This design comes from an exercise in tuning for small area, a short achievable clock period and few clock cycles per item on the open sky130 flow, not from production work.
In this exercise RTL edits were held to simulation tests only and were not proved equivalent to the original.
No activity file was given, so power comes from the tool's default toggle rates.

**flow/run.sh**
```bash
#!/bin/bash
# synth_recipe.tcl (not shown) runs the flow's synth.tcl, then flattens the netlist and writes it again
# the make line also repeats each setting of config.mk as NAME=value (left out here)
make -C /OpenROAD-flow-scripts/flow DESIGN_CONFIG=/design/flow/config.mk WORK_HOME=/design/flow/orfs CLKGATE_MAP_FILE= SYNTH_SCRIPT=/design/flow/synth_recipe.tcl finish
```
**flow/config.mk**
```make
export PLATFORM = sky130hd
export DESIGN_NAME = per_cell_moving_average
export DESIGN_NICKNAME = per_cell_moving_average
export VERILOG_FILES = /design/flow/design.v
export SDC_FILE = /design/flow/constraint.sdc
export NUM_CORES = 4
export LEC_CHECK = 0
export ABC_CLOCK_PERIOD_IN_PS = 3000
export CAP_MARGIN = 20
export CORE_MARGIN = 2
export CORE_UTILIZATION = 55
export PLACE_DENSITY = 0.65
export SETUP_SLACK_MARGIN = 5
export SLEW_MARGIN = 20
```
**flow/constraint.sdc**
```tcl
create_clock -name core_clock -period 12.0 [get_ports {clk}]
set_input_delay 2.4000 -clock core_clock [delete_from_list [all_inputs] [get_ports {clk}]]
set_output_delay 2.4000 -clock core_clock [all_outputs]
set_load 0.01 [all_outputs]
```
**flow/design.v**
```verilog
package pcma_pkg;
    localparam int CELLS  = 32;
    localparam int DEPTH  = 4;
    localparam int CELL_W = 5;
    localparam int DATA_W = 24;
    localparam int SUM_W  = DATA_W + 2;
endpackage
import pcma_pkg::*;
module pcma_ctrl
(
    input  logic              clk,
    input  logic              rst_n,
    input  logic              sample_valid,
    output logic              sample_ready,
    input  logic [CELL_W-1:0] cell_index,
    input  logic              average_ready,
    output logic              average_valid,
    output logic [CELL_W-1:0] cell_out,
    output logic              en,           
    output logic              take_skid,    
    output logic              skid_load,    
    output logic [CELLS-1:0]  rd_sel,       
    output logic [CELLS-1:0]  wr_sel,       
    output logic [2:0]        a_mask,       
    output logic [1:0]        c_cnt,
    output logic              d_is3
);
    logic [1:0]        cnt_reg [CELLS];
    logic              skid_v, rdy_reg;
    logic [CELL_W-1:0] skid_cell;
    logic              a_v, b_v, c_v, d_v, o_v;
    logic [CELL_W-1:0] a_cell, b_cell, c_cell, d_cell, o_cell;
    logic [CELLS-1:0]  a_sel;
    logic [1:0]        a_cnt, b_cnt;
    logic [1:0]        a_inc;
    logic              accept;
    logic              src_v;
    logic [CELL_W-1:0] src_cell;
    logic [1:0]        src_cnt;
    always_comb
    begin
        en        = !(o_v && !average_ready);
        accept    = sample_valid && rdy_reg;
        take_skid = skid_v;
        skid_load = accept && !en;
        src_v     = skid_v || accept;
        src_cell  = skid_v ? skid_cell : cell_index;
        a_inc     = (a_cnt == 2'd3) ? 2'd3 : a_cnt + 2'd1;
        rd_sel    = a_sel;
        for (int i = 0; i < CELLS; i++) begin
            wr_sel[i] = a_sel[i] && a_v && en;
        end
        src_cnt = '0;
        for (int i = 0; i < CELLS; i++) begin
            src_cnt = src_cnt | ((src_cell == CELL_W'(i)) ? cnt_reg[i] : 2'd0);
        end
        if (a_v && a_cell == src_cell)
            src_cnt = a_inc;
        a_mask = {a_cnt == 2'd3, a_cnt >= 2'd2, a_cnt != 2'd0};
    end
    always_ff @(posedge clk or negedge rst_n)
    begin
        if (!rst_n)
        begin
            for (int i = 0; i < CELLS; i++) begin
                cnt_reg[i] <= '0;
            end
            skid_v  <= 1'b0;
            rdy_reg <= 1'b1;
            a_v     <= 1'b0;
            b_v     <= 1'b0;
            c_v     <= 1'b0;
            d_v     <= 1'b0;
            o_v     <= 1'b0;
        end
        else
        begin
            for (int i = 0; i < CELLS; i++) begin
                if (wr_sel[i])
                    cnt_reg[i] <= a_inc;
            end
            if (en)
            begin
                skid_v  <= 1'b0;
                rdy_reg <= 1'b1;
                a_v     <= src_v;
                b_v     <= a_v;
                c_v     <= b_v;
                d_v     <= c_v;
                o_v     <= d_v;
            end
            else if (accept)
            begin
                skid_v  <= 1'b1;
                rdy_reg <= 1'b0;
            end
        end
    end
    always_ff @(posedge clk)
    begin
        if (skid_load)
        begin
            skid_cell <= cell_index;
        end
        if (en)
        begin
            a_cell <= src_cell;
            a_cnt  <= src_cnt;
            for (int i = 0; i < CELLS; i++) begin
                a_sel[i] <= (src_cell == CELL_W'(i));
            end
            b_cell <= a_cell;
            b_cnt  <= a_cnt;
            c_cell <= b_cell;
            c_cnt  <= b_cnt;
            d_cell <= c_cell;
            d_is3  <= (c_cnt == 2'd2);
            o_cell <= d_cell;
        end
    end
    assign sample_ready  = rdy_reg;
    assign average_valid = o_v;
    assign cell_out      = o_cell;
endmodule
import pcma_pkg::*;
module pcma_lane
(
    input  logic                     clk,
    input  logic                     en,
    input  logic [CELLS-1:0]         rd_sel,
    input  logic [CELLS-1:0]         wr_sel,
    input  logic                     take_skid,
    input  logic                     skid_load,
    input  logic [2:0]               a_mask,
    input  logic [1:0]               c_cnt,
    input  logic                     d_is3,
    input  logic signed [DATA_W-1:0] sample,
    output logic signed [DATA_W-1:0] average
);
    logic [DATA_W-1:0] h0 [CELLS];
    logic [DATA_W-1:0] h1 [CELLS];
    logic [DATA_W-1:0] h2 [CELLS];
    logic [DATA_W-1:0]  skid_s;
    logic [DATA_W-1:0]  a_s;
    logic [SUM_W-1:0]   b_s, b_c;
    logic [SUM_W-1:0]   c_x;
    logic [1:0]         c_m;
    logic [DATA_W-1:0]  d_r;
    logic [2:0]         d_kk;
    logic [DATA_W-1:0]  o_r;
    logic [DATA_W-1:0]  r0, r1, r2;
    logic [SUM_W-1:0]   e0, e1, e2, e3, s1, k1, s2, k2;
    logic [SUM_W:0]     z;
    logic [1:0]         m_next;
    logic               neg;
    logic [2:0]         kk;
    logic [DATA_W-1:0]  nx, kc, u1, v1, u2, v2, t2, u4, v4, u5, v5, t4, qq, d_next, e_val;
    always_ff @(posedge clk)
    begin
        for (int i = 0; i < CELLS; i++) begin
            if (wr_sel[i])
            begin
                h0[i] <= a_s;
                h1[i] <= h0[i];
                h2[i] <= h1[i];
            end
        end
    end
    function automatic logic [1:0] mod3_add(input logic [1:0] a, input logic [1:0] b);
        unique case ({a, b})
            4'b00_00, 4'b01_10, 4'b10_01: mod3_add = 2'd0;
            4'b00_01, 4'b01_00, 4'b10_10: mod3_add = 2'd1;
            default:                      mod3_add = 2'd2;
        endcase
    endfunction
    function automatic logic [1:0] mod3_u(input logic [SUM_W-1:0] v);
        logic [1:0] r [16];
        for (int k = 0; k < 16; k++) begin
            if (k < SUM_W / 2)
                r[k] = (v[2*k +: 2] == 2'd3) ? 2'd0 : v[2*k +: 2];
            else
                r[k] = 2'd0;
        end
        for (int w = 8; w >= 1; w = w / 2) begin
            for (int k = 0; k < w; k++) begin
                r[k] = mod3_add(r[2*k], r[2*k+1]);
            end
        end
        mod3_u = r[0];
    endfunction
    function automatic logic [2*SUM_W-1:0] csa(input logic [SUM_W-1:0] x, input logic [SUM_W-1:0] y,
                                               input logic [SUM_W-1:0] w);
        csa = {((x & y) | (x & w) | (y & w)) << 1, x ^ y ^ w};
    endfunction
    function automatic logic [2*DATA_W-1:0] csa24(input logic [DATA_W-1:0] x, input logic [DATA_W-1:0] y,
                                                  input logic [DATA_W-1:0] w);
        csa24 = {((x & y) | (x & w) | (y & w)) << 1, x ^ y ^ w};
    endfunction
    always_comb
    begin
        r0 = '0;
        r1 = '0;
        r2 = '0;
        for (int i = 0; i < CELLS; i++) begin
            r0 = r0 | (rd_sel[i] ? h0[i] : '0);
            r1 = r1 | (rd_sel[i] ? h1[i] : '0);
            r2 = r2 | (rd_sel[i] ? h2[i] : '0);
        end
        e0 = SUM_W'(signed'(a_s));
        e1 = a_mask[0] ? SUM_W'(signed'(r0)) : '0;
        e2 = a_mask[1] ? SUM_W'(signed'(r1)) : '0;
        e3 = a_mask[2] ? SUM_W'(signed'(r2)) : '0;
        {k1, s1} = csa(e0, e1, e2);
        {k2, s2} = csa(s1, k1, e3);
        z = (SUM_W+1)'(b_s) + (SUM_W+1)'(b_c);
        m_next = mod3_add(mod3_add(mod3_u(b_s), mod3_u(b_c)),
                          mod3_add(z[SUM_W] ? 2'd2 : 2'd0, z[SUM_W-1] ? 2'd2 : 2'd0));
        neg = c_x[SUM_W-1];
        unique case (c_cnt)
            2'd0:    qq = c_x[DATA_W-1:0];
            2'd1:    qq = c_x[DATA_W:1] + DATA_W'(neg && c_x[0]);
            default: qq = c_x[DATA_W+1:2] + DATA_W'(neg && (c_x[1:0] != 2'd0));
        endcase
        if (!neg)
            kk = {1'b0, c_m} + 3'd1;
        else if (c_m == 2'd0)
            kk = 3'd1;
        else
            kk = {1'b0, c_m} - 3'd2;
        nx = ~c_x[DATA_W-1:0];
        {v1, u1} = csa24(nx, nx << 2, nx << 4);
        {v2, u2} = csa24(u1, v1, nx << 6);
        t2 = u2 + v2;
        d_next = (c_cnt == 2'd2) ? t2 : qq;
        unique case (d_kk)
            3'd0:    kc = DATA_W'(0);
            3'd1:    kc = DATA_W'(24'h555555);
            3'd2:    kc = DATA_W'(24'haaaaaa);
            3'd3:    kc = DATA_W'(24'hffffff);
            default: kc = DATA_W'(24'haaaaab);
        endcase
        {v4, u4} = csa24(d_r, d_r << 8, d_r << 16);
        {v5, u5} = csa24(u4, v4, kc);
        t4 = u5 + v5;
        e_val = d_is3 ? t4 : d_r;
    end
    always_ff @(posedge clk)
    begin
        if (skid_load)
        begin
            skid_s <= sample;
        end
        if (en)
        begin
            a_s <= take_skid ? skid_s : sample;
            b_s <= s2;
            b_c <= k2;
            c_x <= z[SUM_W-1:0];
            c_m <= m_next;
            d_r <= d_next;
            d_kk <= kk;
            o_r <= e_val;
        end
    end
    assign average = signed'(o_r);
endmodule
module pcma_merge;
endmodule
import pcma_pkg::*;
module per_cell_moving_average
(
    input  logic                     clk,
    input  logic                     rst_n,
    input  logic                     sample_valid,
    output logic                     sample_ready,
    input  logic [CELL_W-1:0]        cell_index,
    input  logic signed [DATA_W-1:0] voltage_sample,
    input  logic signed [DATA_W-1:0] impedance_sample,
    output logic                     average_valid,
    input  logic                     average_ready,
    output logic [CELL_W-1:0]        cell_out,
    output logic signed [DATA_W-1:0] voltage_average,
    output logic signed [DATA_W-1:0] impedance_average
);
    logic             en, take_skid, skid_load;
    logic [CELLS-1:0] rd_sel, wr_sel;
    logic [2:0]       a_mask;
    logic [1:0]       c_cnt;
    logic             d_is3;
    pcma_ctrl u_ctrl (
        .clk           (clk),
        .rst_n         (rst_n),
        .sample_valid  (sample_valid),
        .sample_ready  (sample_ready),
        .cell_index    (cell_index),
        .average_ready (average_ready),
        .average_valid (average_valid),
        .cell_out      (cell_out),
        .en            (en),
        .take_skid     (take_skid),
        .skid_load     (skid_load),
        .rd_sel        (rd_sel),
        .wr_sel        (wr_sel),
        .a_mask        (a_mask),
        .c_cnt         (c_cnt),
        .d_is3         (d_is3)
    );
    pcma_lane u_voltage_lane (
        .clk       (clk),
        .en        (en),
        .take_skid (take_skid),
        .skid_load (skid_load),
        .rd_sel    (rd_sel),
        .wr_sel    (wr_sel),
        .a_mask    (a_mask),
        .c_cnt     (c_cnt),
        .d_is3     (d_is3),
        .sample    (voltage_sample),
        .average   (voltage_average)
    );
    pcma_lane u_impedance_lane (
        .clk       (clk),
        .en        (en),
        .take_skid (take_skid),
        .skid_load (skid_load),
        .rd_sel    (rd_sel),
        .wr_sel    (wr_sel),
        .a_mask    (a_mask),
        .c_cnt     (c_cnt),
        .d_is3     (d_is3),
        .sample    (impedance_sample),
        .average   (impedance_average)
    );
endmodule
```
==> metrics.md, run 1 <==
| Metric | Value |
|---|---|
| Outcome | `complete, no violations` |
| Antenna violations before repair | `29` |
| Clock Tree Buf Depth | `4` |
| Total nets after synthesis | `12000` |
| Number of storage elements in the synthesis netlist | `5102` |
| Hold Startpoint | `u_ctrl.b_cnt[1]` |
| Synthesized instance count | `11400` |
| Total overflow reported by the global router | `0` |
| DRC violation total after the first TritonRoute iteration | `23300` |
| Post-detailed-route count of antenna-violating nets | `0` |
| Die outline width | `605 um` |
| Global-route usage over all layers | `0.349` |
| Global-route wire length before repair | `902 mm` |
| Count of placed standard cells including taps | `15900` |
| Final setup TNS | `0 ns` |
| Min Tclk post-route | `6.92 ns` |
| Compound-Gate Fraction of Synth Area | `0.120` |
| Endpoint of the worst register-to-register path | `u_impedance_lane.o_r[21]` |
| CP Max Fanout | `100` |
| Effective utilization at floorplan | `0.553` |
| DRC violations left | `0` |
| Chain of cells forming the critical path | `clkdlybuf4s50_1 -> nor2b_4 -> clkinv_16 -> and2_1 -> nand2_1 -> clkinvlp_4 -> buf_4 -> buf_4 -> buf_4` |
| Timing-limited maximum frequency | `0.144 GHz` |
| Sort of element at the end of the critical path | `register` |
| EDFF count, synth | `5031` |
| Share of layout cells above drive strength 1 | `0.0953` |
| Worst Clk Skew | `0.0612 ns` |
| Final Instance Count excl. Fillers | `16900` |
| Die span in y | `605 um` |
| Number of cells traversed by the worst register-to-register path | `18` |
| Clock root cell | `sky130_fd_sc_hd__clkbuf_16` |
| Overall die area | `0.367 mm2` |
| Setup Fix Bufs, Post-CTS | `0` |
| Post-route design area | `0.222 mm2` |
| TritonCTS Buffers | `484` |
| Number of buffers inserted by port buffering | `111` |
| Maximum number of pins on one net before global-route repair | `104` |
| Clock latency at the later pin of the worst-skew pair | `1.04 ns` |
| Final clock period utilization by the worst path | `0.577` |
| Path class of the lowest-slack min-delay path | `reg2reg` |
| YS warnings | `8` |
| Area overhead of the layout relative to synthesis | `11.7%` |
| Min-Delay Endpoint | `u_ctrl.c_cnt[1]` |
| Via count | `122000` |
| Post-CTS Hold Fix Bufs | `0` |
| Post-placement setup slack | `4.08 ns` |
| Slew of the pin with the lowest slew margin | `1.32 ns` |
| Critical path type | `in2reg` |
| Cell Area, Synth | `0.199 mm2` |
| Max-slew violation total from the final report | `0` |
| Setup slack after layout | `5.08 ns` |
| Average via count per standard cell | `7.26` |
| Portion of the post-synthesis area used by sequential elements | `0.768` |
| Post-Synth Adder-Cell Area | `0.0401` |
| End-of-flow core utilization | `0.618` |
| Number of gates resized after cts | `0` |
| Leakage power total | `72.7 nW` |
| Net count reported at finish | `12200` |
| Hold Path Cell Cnt | `0` |
| MaxCap Viol Count | `0` |
| Worst hold margin | `0.415 ns` |
| Number of buffers and inverters on the critical path | `6` |
| Xor/xnor cell area share of the yosys netlist | `0.00850` |
| Number of hold violations in the final report | `0` |
| Fraction of synthesis flops using an asynchronous set or reset pin | `0.0139` |
| CTS H-tree depth | `5` |
| Mean instance size in the synthesized netlist | `17.5 um2` |
| Wire per inst | `38.4 um` |
| Routability congestion estimate | `0.928` |
| Power consumption | `68.9 mW` |
| Number of placement rows | `220` |
| Unrepaired setup endpoints after global routing | `false` |
| Critical Path Start Type | `primary input` |
| Main combinational cell family by area after synthesis | `compound AO/OA/AOI/OAI gates` |
| Mux contribution to synthesized area | `0.00779` |
| Headroom to the max-slew limit | `0.121` |
| Synth Flop Type | `sky130_fd_sc_hd__edfxtp_1` |
| Kind of cell with the highest combined delay on the critical path | `buffers and inverters` |
| Count of pins on the block boundary | `112` |
| Peak VDD IR | `0.000324 V` |
| Data required time at the worst endpoint | `12.64 ns` |
| Biggest cell delay along the critical path | `0.96 ns` |
| First-pass iteration count of the detailed router | `8` |
| PwrDens | `310 mW/mm2` |
| Beginning of the worst register-to-register path | `u_impedance_lane.d_kk[2]` |
| Clock transition at path regs | `0.06 ns` |
| Number of clock sinks | `5102` |
| Sum of net half-perimeters after detailed placement | `373 mm` |
| Number of setup violations in the final report | `0` |
| Number of library cell types mapped by synthesis | `92` |
| Cell at the slowest stage of the critical path | `sky130_fd_sc_hd__buf_4` |
| Number of global-route vias before repair | `118000` |
| Data arrival time of the critical path | `7.56 ns` |
| CORE AREA | `0.359 mm2` |
| Critical path's most frequent cell | `sky130_fd_sc_hd__buf_4` |
| Clock tree from TritonCTS | `done` |
| Basic-gate share of the synthesized area counting and, or, nand and nor cells | `0.0364` |
| DRT Wirelength | `648 mm` |
| Instance area at placement | `0.207 mm2` |
| Internal reg-to-reg setup slack | `6.41 ns` |
==> power breakdown <==
| group | internal (mW) | total (mW) | switching (mW) |
|---|---|---|---|
| logic | 9.27 | 27.1 | 17.8 |
| registers | 24.5 | 26.7 | 2.23 |
| clock network | 8.44 | 15.1 | 6.64 |
==> per-layer routing <==
| layer | vias up | GRT usage | wire (um) |
|---|---|---|---|
| met5 | - | 0 | 47 |
| met4 | 6 | 0.163 | 36700 |
| met3 | 1918 | 0.0743 | 87200 |
| met2 | 11100 | 0.539 | 291000 |
| met1 | 61700 | 0.478 | 232000 |
| li1 | 47600 | - | - |
==> cells in the final DEF (no fill, tap or decap), drive strengths merged, types with 37 or more instances in the layout <==
cell type,netlist,routed
nor3,134,134
a222oi,37,37
o21ai,171,171
fa,216,216
bufinv,0,42
nor2,284,284
a22oi,1179,1179
inv,359,351
a22o,584,584
ha,292,292
xnor2,130,130
clkinv,2,217
a21oi,165,165
nand2,270,270
xor2,63,63
mux2,82,82
edfxtp,5031,5031
buf,187,302
clkdlybuf4s50,0,110
nand3,88,88
clkbuf,437,603
dfrtp,70,70
a21o,42,42
a221oi,586,586
o31a,51,51
nand4,457,457
clkinvlp,0,48
==> layout make-up <==
class                      instances  area [um2]
antenna                           13        32.5
clock buffer                     601       12800
clock inverter                   297        2630
fill                           25400      137000
inverter                         361        1510
multi-input combinational       5298       42400
sequential                      5102      153000
tap                             4773        5970
timing repair buffer             414        3960
==> worst reg2reg max path, stage by stage (launching register included) <==
cell and delay [ns]:
sky130_fd_sc_hd__edfxtp_1 0.39, sky130_fd_sc_hd__nor2_1 0.66, sky130_fd_sc_hd__inv_1 0.45, sky130_fd_sc_hd__ha_1 0.40, sky130_fd_sc_hd__ha_1 0.23, sky130_fd_sc_hd__fa_1 0.46, sky130_fd_sc_hd__a21o_1 0.18, sky130_fd_sc_hd__a21oi_1 0.22
sky130_fd_sc_hd__o21bai_1 0.09, sky130_fd_sc_hd__a21oi_1 0.23, sky130_fd_sc_hd__o21ai_0 0.11, sky130_fd_sc_hd__a21oi_1 0.25, sky130_fd_sc_hd__o21bai_1 0.13, sky130_fd_sc_hd__a211oi_1 0.36, sky130_fd_sc_hd__or3_1 0.23, sky130_fd_sc_hd__a21oi_1 0.10
sky130_fd_sc_hd__o31ai_1 0.48, sky130_fd_sc_hd__nor3b_1 0.25, sky130_fd_sc_hd__o31ai_1 0.09
==> synth_stat cells (28+ instances only) <==
| master | number | area [um2] |
|---|---|---|
| sky130_fd_sc_hd__nand3_1 | 88 | 440 |
| sky130_fd_sc_hd__a21oi_1 | 163 | 816 |
| sky130_fd_sc_hd__dfrtp_1 | 70 | 1750 |
| sky130_fd_sc_hd__xor2_1 | 63 | 552 |
| sky130_fd_sc_hd__a22o_1 | 584 | 5110 |
| sky130_fd_sc_hd__xnor2_1 | 130 | 1140 |
| sky130_fd_sc_hd__a21o_1 | 42 | 315 |
| sky130_fd_sc_hd__and2_1 | 28 | 175 |
| sky130_fd_sc_hd__buf_1 | 180 | 676 |
| sky130_fd_sc_hd__inv_1 | 358 | 1340 |
| sky130_fd_sc_hd__nor2_1 | 284 | 1070 |
| sky130_fd_sc_hd__ha_1 | 292 | 3650 |
| sky130_fd_sc_hd__o31a_1 | 51 | 447 |
| sky130_fd_sc_hd__o21ai_0 | 168 | 841 |
| sky130_fd_sc_hd__a22oi_1 | 1179 | 8850 |
| sky130_fd_sc_hd__mux2_2 | 82 | 923 |
| sky130_fd_sc_hd__clkbuf_1 | 437 | 1640 |
| sky130_fd_sc_hd__a222oi_1 | 37 | 370 |
| sky130_fd_sc_hd__nor2b_1 | 29 | 181 |
| sky130_fd_sc_hd__nor3_1 | 134 | 671 |
| sky130_fd_sc_hd__a221oi_1 | 586 | 5130 |
| sky130_fd_sc_hd__nand4_1 | 457 | 2860 |
| sky130_fd_sc_hd__o21bai_1 | 31 | 233 |
| sky130_fd_sc_hd__mux2i_1 | 31 | 310 |
| sky130_fd_sc_hd__edfxtp_1 | 5031 | 151000 |
| sky130_fd_sc_hd__nand2_1 | 270 | 1010 |
| sky130_fd_sc_hd__fa_1 | 216 | 4320 |
==> worst max-delay path by stage <==
stage	start	endpoint	slack [ns]	cells after the start
after floorplan	average_ready	u_impedance_lane.h0[29][0]	5.11	6
after global placement	average_ready	u_impedance_lane.h2[27][7]	4.10	9
after detailed placement	average_ready	u_impedance_lane.h2[27][7]	4.08	9
after CTS	average_ready	u_impedance_lane.h2[27][12]	5.17	9
after global routing	average_ready	u_impedance_lane.h1[1][10]	5.04	9
final	average_ready	u_impedance_lane.h1[1][10]	5.08	9
==> logic make-up after synthesis <==
logic type	Yosys count
multiplexers	127
buffers and inverters	985
AND/OR/NAND/NOR	1411
adder cells (fa/ha/maj)	508
XOR/XNOR	193
flip-flops	5102
AO/OA/AOI/OAI	3059
Testbench counts, summed over its fixed seeds: cycles 24,040, items 24,000.
==> run 2: changes to the inputs <==
--- a/flow/design.v
+++ b/flow/design.v
@@ -44,3 +44,3 @@
         take_skid = skid_v;
-        skid_load = accept && !en;
+        skid_load = !skid_v;
         src_v     = skid_v || accept;
@@ -146,3 +146,3 @@
     logic [SUM_W-1:0]   c_x;
-    logic [1:0]         c_m;
+    logic [1:0]         x_m3;
     logic [DATA_W-1:0]  d_r;
@@ -152,4 +152,3 @@
     logic [SUM_W-1:0]   e0, e1, e2, e3, s1, k1, s2, k2;
-    logic [SUM_W:0]     z;
-    logic [1:0]         m_next;
+    logic [SUM_W-1:0]   x_next;
     logic               neg;
@@ -214,5 +213,3 @@
         {k2, s2} = csa(s1, k1, e3);
-        z = (SUM_W+1)'(b_s) + (SUM_W+1)'(b_c);
-        m_next = mod3_add(mod3_add(mod3_u(b_s), mod3_u(b_c)),
-                          mod3_add(z[SUM_W] ? 2'd2 : 2'd0, z[SUM_W-1] ? 2'd2 : 2'd0));
+        x_next = b_s + b_c;
         neg = c_x[SUM_W-1];
@@ -223,8 +220,9 @@
         endcase
+        x_m3 = mod3_add(mod3_u(c_x), neg ? 2'd2 : 2'd0);
         if (!neg)
-            kk = {1'b0, c_m} + 3'd1;
-        else if (c_m == 2'd0)
+            kk = {1'b0, x_m3} + 3'd1;
+        else if (x_m3 == 2'd0)
             kk = 3'd1;
         else
-            kk = {1'b0, c_m} - 3'd2;
+            kk = {1'b0, x_m3} - 3'd2;
         nx = ~c_x[DATA_W-1:0];
@@ -257,4 +255,3 @@
             b_c <= k2;
-            c_x <= z[SUM_W-1:0];
-            c_m <= m_next;
+            c_x <= x_next;
             d_r <= d_next;
==> flow/flow/run.sh (new file) <==
#!/bin/bash
# The standard layout (the standard.sh, unchanged synthesis and steps), with ORFS's timing
# repair asked to leave 7.8 ns of setup slack, so that it works on every path longer than
# about 4.2 ns instead of stopping once the 12 ns clock is met. The SDC is not touched.
set -euo pipefail
echo "export SETUP_SLACK_MARGIN = 7.8" >> config.mk
bash standard.sh > standard_make.log 2>&1
==> flow/standard.sh (new file) <==
#!/bin/bash
# synth_recipe.tcl (not shown) runs the flow's synth.tcl, then flattens the netlist and writes it again
# the make line also repeats each setting of config.mk as NAME=value (left out here)
make -C /OpenROAD-flow-scripts/flow DESIGN_CONFIG=/design/flow/config.mk WORK_HOME=/design/flow/orfs CLKGATE_MAP_FILE= SYNTH_SCRIPT=/design/flow/synth_recipe.tcl "${@:-finish}"
--- a/flow/config.mk
+++ b/flow/config.mk
@@ -10,5 +10,7 @@
 export CORE_MARGIN = 2
-export CORE_UTILIZATION = 55
-export PLACE_DENSITY = 0.65
-export SETUP_SLACK_MARGIN = 5
+export CORE_UTILIZATION = 62
+export CTS_CLUSTER_DIAMETER = 100
+export CTS_CLUSTER_SIZE = 25
+export PLACE_DENSITY = 0.72
 export SLEW_MARGIN = 20
+export SETUP_SLACK_MARGIN = 7.8
removed: flow/run.sh
==> run 2 against run 1 <==
Register-to-register slack better by 1.3 ns. Routed wire length is 3.2% lower. Sequential share of layout area is 2.6 points higher. Die area shrank 12%. Sequential power barely moved. Final area down 4.1%. Critical path type is now reg2reg. Critical endpoint is now u_impedance_lane.b_s[5]. Largest cell class unchanged.
==> metrics.md, run 2 <==
| Metric | Value |
|---|---|
| Via count | `120000` |
| Number of hold violations in the final report | `0` |
| Most common cell after layout, fill and taps aside | `sky130_fd_sc_hd__edfxtp_1` |
| Count of placed standard cells including taps | `15000` |
| Most instantiated library cell after synthesis | `sky130_fd_sc_hd__edfxtp_1` |
| Wire per inst | `40.2 um` |
| EDFF count, synth | `4974` |
| MaxCap Viol Count | `0` |
| Die outline width | `567 um` |
| Synth Flop Type | `sky130_fd_sc_hd__edfxtp_1` |
| Count of pins on the block boundary | `112` |
| Post-detailed-route count of antenna-violating nets | `0` |
| Beginning of the worst register-to-register path | `u_ctrl.a_sel[2]` |
| Peak VDD IR | `0.000319 V` |
| CORE AREA | `0.315 mm2` |
| Clock latency at the later pin of the worst-skew pair | `1.02 ns` |
| Top library cells by usage in the layout, fill and taps aside | `sky130_fd_sc_hd__edfxtp_1, sky130_fd_sc_hd__a22oi_1, sky130_fd_sc_hd__a22o_1` |
| CP Max Fanout | `82` |
| First-pass iteration count of the detailed router | `7` |
| Timing startpoint of the critical path | `u_ctrl.a_sel[2]` |
| Global-route usage over all layers | `0.382` |
| Leakage power total | `68.7 nW` |
| Worst Clk Skew | `0.0769 ns` |
| PwrDens | `290 mW/mm2` |
| Final setup TNS | `0 ns` |
| Synth top area share | `0.760` |
| Unrepaired setup endpoints after global routing | `true` |
| Final clock period utilization by the worst path | `0.361` |
| Clock Tree Buf Depth | `4` |
| Path class of the lowest-slack min-delay path | `reg2reg` |
| Data required time at the worst endpoint | `12.66 ns` |
| Global-route wire length before repair | `865 mm` |
| Data arrival time of the critical path | `4.99 ns` |
| Number of library cell types mapped by synthesis | `89` |
| Area occupied by multi-input gates | `0.0414 mm2` |
| Cell Area, Synth | `0.196 mm2` |
| Cell type contributing the most total cell area after synthesis | `sky130_fd_sc_hd__edfxtp_1` |
| Share of layout cells above drive strength 1 | `0.0861` |
| Total nets after synthesis | `11600` |
| Number of placement rows | `206` |
| Clock tree from TritonCTS | `done` |
| DRC violation total after the first TritonRoute iteration | `26200` |
| Number of global-route vias before repair | `115000` |
| TritonCTS Buffers | `228` |
| Timing-limited maximum frequency | `0.231 GHz` |
| Instance area at placement | `0.203 mm2` |
| Total overflow reported by the global router | `0` |
| Critical path capture point | `u_impedance_lane.b_s[5]` |
| Endpoint of the worst register-to-register path | `u_impedance_lane.b_s[5]` |
| Net count reported at finish | `11800` |
| Headroom to the max-slew limit | `0.215` |
| Effective utilization at floorplan | `0.624` |
| CTS H-tree depth | `4` |
| Outcome | `complete, no violations` |
| Internal reg-to-reg setup slack | `7.67 ns` |
| Area of all sequential standard cells | `0.152 mm2` |
| Number of buffers inserted by port buffering | `111` |
| Routability congestion estimate | `0.924` |
| Maximum number of pins on one net before global-route repair | `146` |
| Leading post-synthesis cells by instance count | `sky130_fd_sc_hd__edfxtp_1, sky130_fd_sc_hd__a22oi_1, sky130_fd_sc_hd__a221oi_1, sky130_fd_sc_hd__a22o_1, sky130_fd_sc_hd__nand4_1` |
| Average via count per standard cell | `7.71` |
| Fill cells | `20100` |
| YS warnings | `7` |
| Critical Path Start Type | `register` |
| Portion of the post-synthesis area used by sequential elements | `0.775` |
| Number of cells traversed by the worst register-to-register path | `9` |
| Die span in y | `567 um` |
| Synthesized instance count | `11000` |
| Slew of the pin with the lowest slew margin | `1.18 ns` |
| Max-slew violation total from the final report | `0` |
| Number of storage elements in the synthesis netlist | `5098` |
| Number of setup violations in the final report | `0` |
| Sum of net half-perimeters after detailed placement | `343 mm` |
| Antenna violations before repair | `21` |
| Cell types with the largest area share after synthesis | `sky130_fd_sc_hd__edfxtp_1, sky130_fd_sc_hd__a22oi_1, sky130_fd_sc_hd__a221oi_1` |
| Mean instance size in the synthesized netlist | `17.8 um2` |
| Sort of element at the end of the critical path | `register` |
| Number of clock sinks | `5098` |
| Min Tclk post-route | `4.33 ns` |
| Post-route design area | `0.213 mm2` |
| DRC violations left | `0` |
| Clock transition at path regs | `0.10 ns` |
| Overall die area | `0.321 mm2` |
| Clock root cell | `sky130_fd_sc_hd__clkbuf_16` |
| Final Instance Count excl. Fillers | `15600` |
| Critical path type | `reg2reg` |
| DRT Wirelength | `627 mm` |
| Area overhead of the layout relative to synthesis | `8.50%` |
| Fraction of synthesis flops using an asynchronous set or reset pin | `0.0139` |
[run 2: per-layer routing]
layer  routed length [um]  vias up  GRT usage
met5                  183        -          0
met4                34800       24      0.164
met3               111000     1939      0.133
met2               270000    12700      0.557
met1               211000    59600      0.526
li1                     -    45900          -
[run 2: what timing repair did]
action                                   CTS  global route
cloned                                    33             6
gates resized for setup                  255            70
hold buffers                               0             0
endpoints found under the setup margin  4568           739
pin swaps                                  5            13
setup buffers                            107            74
[run 2: power breakdown]
part           switching, mW  internal [mW]  leakage (nW)
Clock                   5.36           3.63          3.10
Sequential              2.03           24.4          47.2
Combinational           16.9           9.41          18.5
[run 2: area by class of cell]
cell class | count | area share
Sequential cell | 5098 | 0.714
Multi-Input combinational cell | 5056 | 0.194
Timing Repair Buffer | 577 | 0.0303
Clock buffer | 364 | 0.0294
Tap cell | 4160 | 0.0244
Inverter | 278 | 0.00564
Clock inverter | 14 | 0.00107
Timing Repair inverter | 20 | 0.000792
Antenna cell | 10 | 0.000117
[run 2: cells by family (layout without fill, tap and decap cells)]
family | count (synthesis) | after routing | synth area share
xor gates and xnor gates | 216 | 216 | 0.00963
and+or+nand+nor | 1270 | 1270 | 0.0331
muxes | 128 | 128 | 0.00892
adders and majority gates | 476 | 476 | 0.0386
DFF | 5098 | 5098 | 0.775
other | 0 | 10 | 0
buffers and inverters | 875 | 1253 | 0.0168
AOI/OAI and AO/OA | 2966 | 2966 | 0.118
[run 2: metrics by stage]
| stage | hold slack, ns | total power [mW] | setup slack, ns | utilization |
|---|---|---|---|---|
| final | 0.395 | 61.7 | 7.67 | 0.677 |
| after global placement | 0.404 | 50.0 | 4.86 | 0.645 |
| after floorplan | 0.400 | 41.5 | 5.32 | - |
| after global routing | 0.407 | 64.1 | 7.72 | 0.677 |
| after CTS | 0.395 | 60.2 | 7.81 | 0.673 |
| after detailed placement | 0.408 | 50.8 | 4.76 | 0.645 |
[run 2: how the worst min path moves through the flow]
stage,cells after the start,start,slack (ns),end
finish,0,u_impedance_lane.h0[28][13],0.40,u_impedance_lane.h1[28][13]
global route,0,u_impedance_lane.h0[28][13],0.41,u_impedance_lane.h1[28][13]
CTS,0,u_impedance_lane.h0[28][13],0.39,u_impedance_lane.h1[28][13]
detailed placement,0,u_ctrl.b_cell[4],0.41,u_ctrl.c_cell[4]
global placement,0,u_ctrl.b_cnt[1],0.40,u_ctrl.c_cnt[1]
floorplan,0,u_ctrl.b_cell[0],0.40,u_ctrl.c_cell[0]
[run 2: critical path, stage by stage, from the launching register on]
cell and delay, ns:
sky130_fd_sc_hd__edfxtp_1 0.39, sky130_fd_sc_hd__buf_4 0.43, sky130_fd_sc_hd__buf_12 0.43, sky130_fd_sc_hd__a22o_1 0.30
sky130_fd_sc_hd__a221oi_1 0.37, sky130_fd_sc_hd__nand4_1 0.21, sky130_fd_sc_hd__nor3_2 0.31, sky130_fd_sc_hd__nor2_1 0.10
sky130_fd_sc_hd__fa_1 0.45, sky130_fd_sc_hd__fa_1 0.97
Testbench counts of run 2, summed over its fixed seeds: cycles 24,040, items 24,000.

## what the ideal ports hide
No port has a modelled driver above. Below, the same layouts with a new extraction and two added sets of constraints. Step 1 sets driving cells, clkbuf_16 on the clock port and buf_2 on the other inputs (assumed; they add their load-dependent delay and slew). Step 2 moves the port delays by t, midway between the first and last clock arrival at a register: inputs arrive t later, outputs are due t later. That takes back most of the time a late clock gives input paths. Three values: ideal, step 1, step 2; two values: the first two.
run | shift t [ns] | setup WS [ns] | clock arrival spread, ns | worst slew at a driven data input, ns
run 1 | 1.129 | 5.076 / 5.166 / 4.036 | 0.070 / 0.069 | 0.10
run 2 | 1.082 | 7.671 / 7.671 / 6.709 | 0.096 / 0.095 | 0.09
After both steps every run listed still meets setup and hold. The setup slack of run 1, which loses most, moves by +0.090 ns with the drivers and by -1.040 ns with both steps.
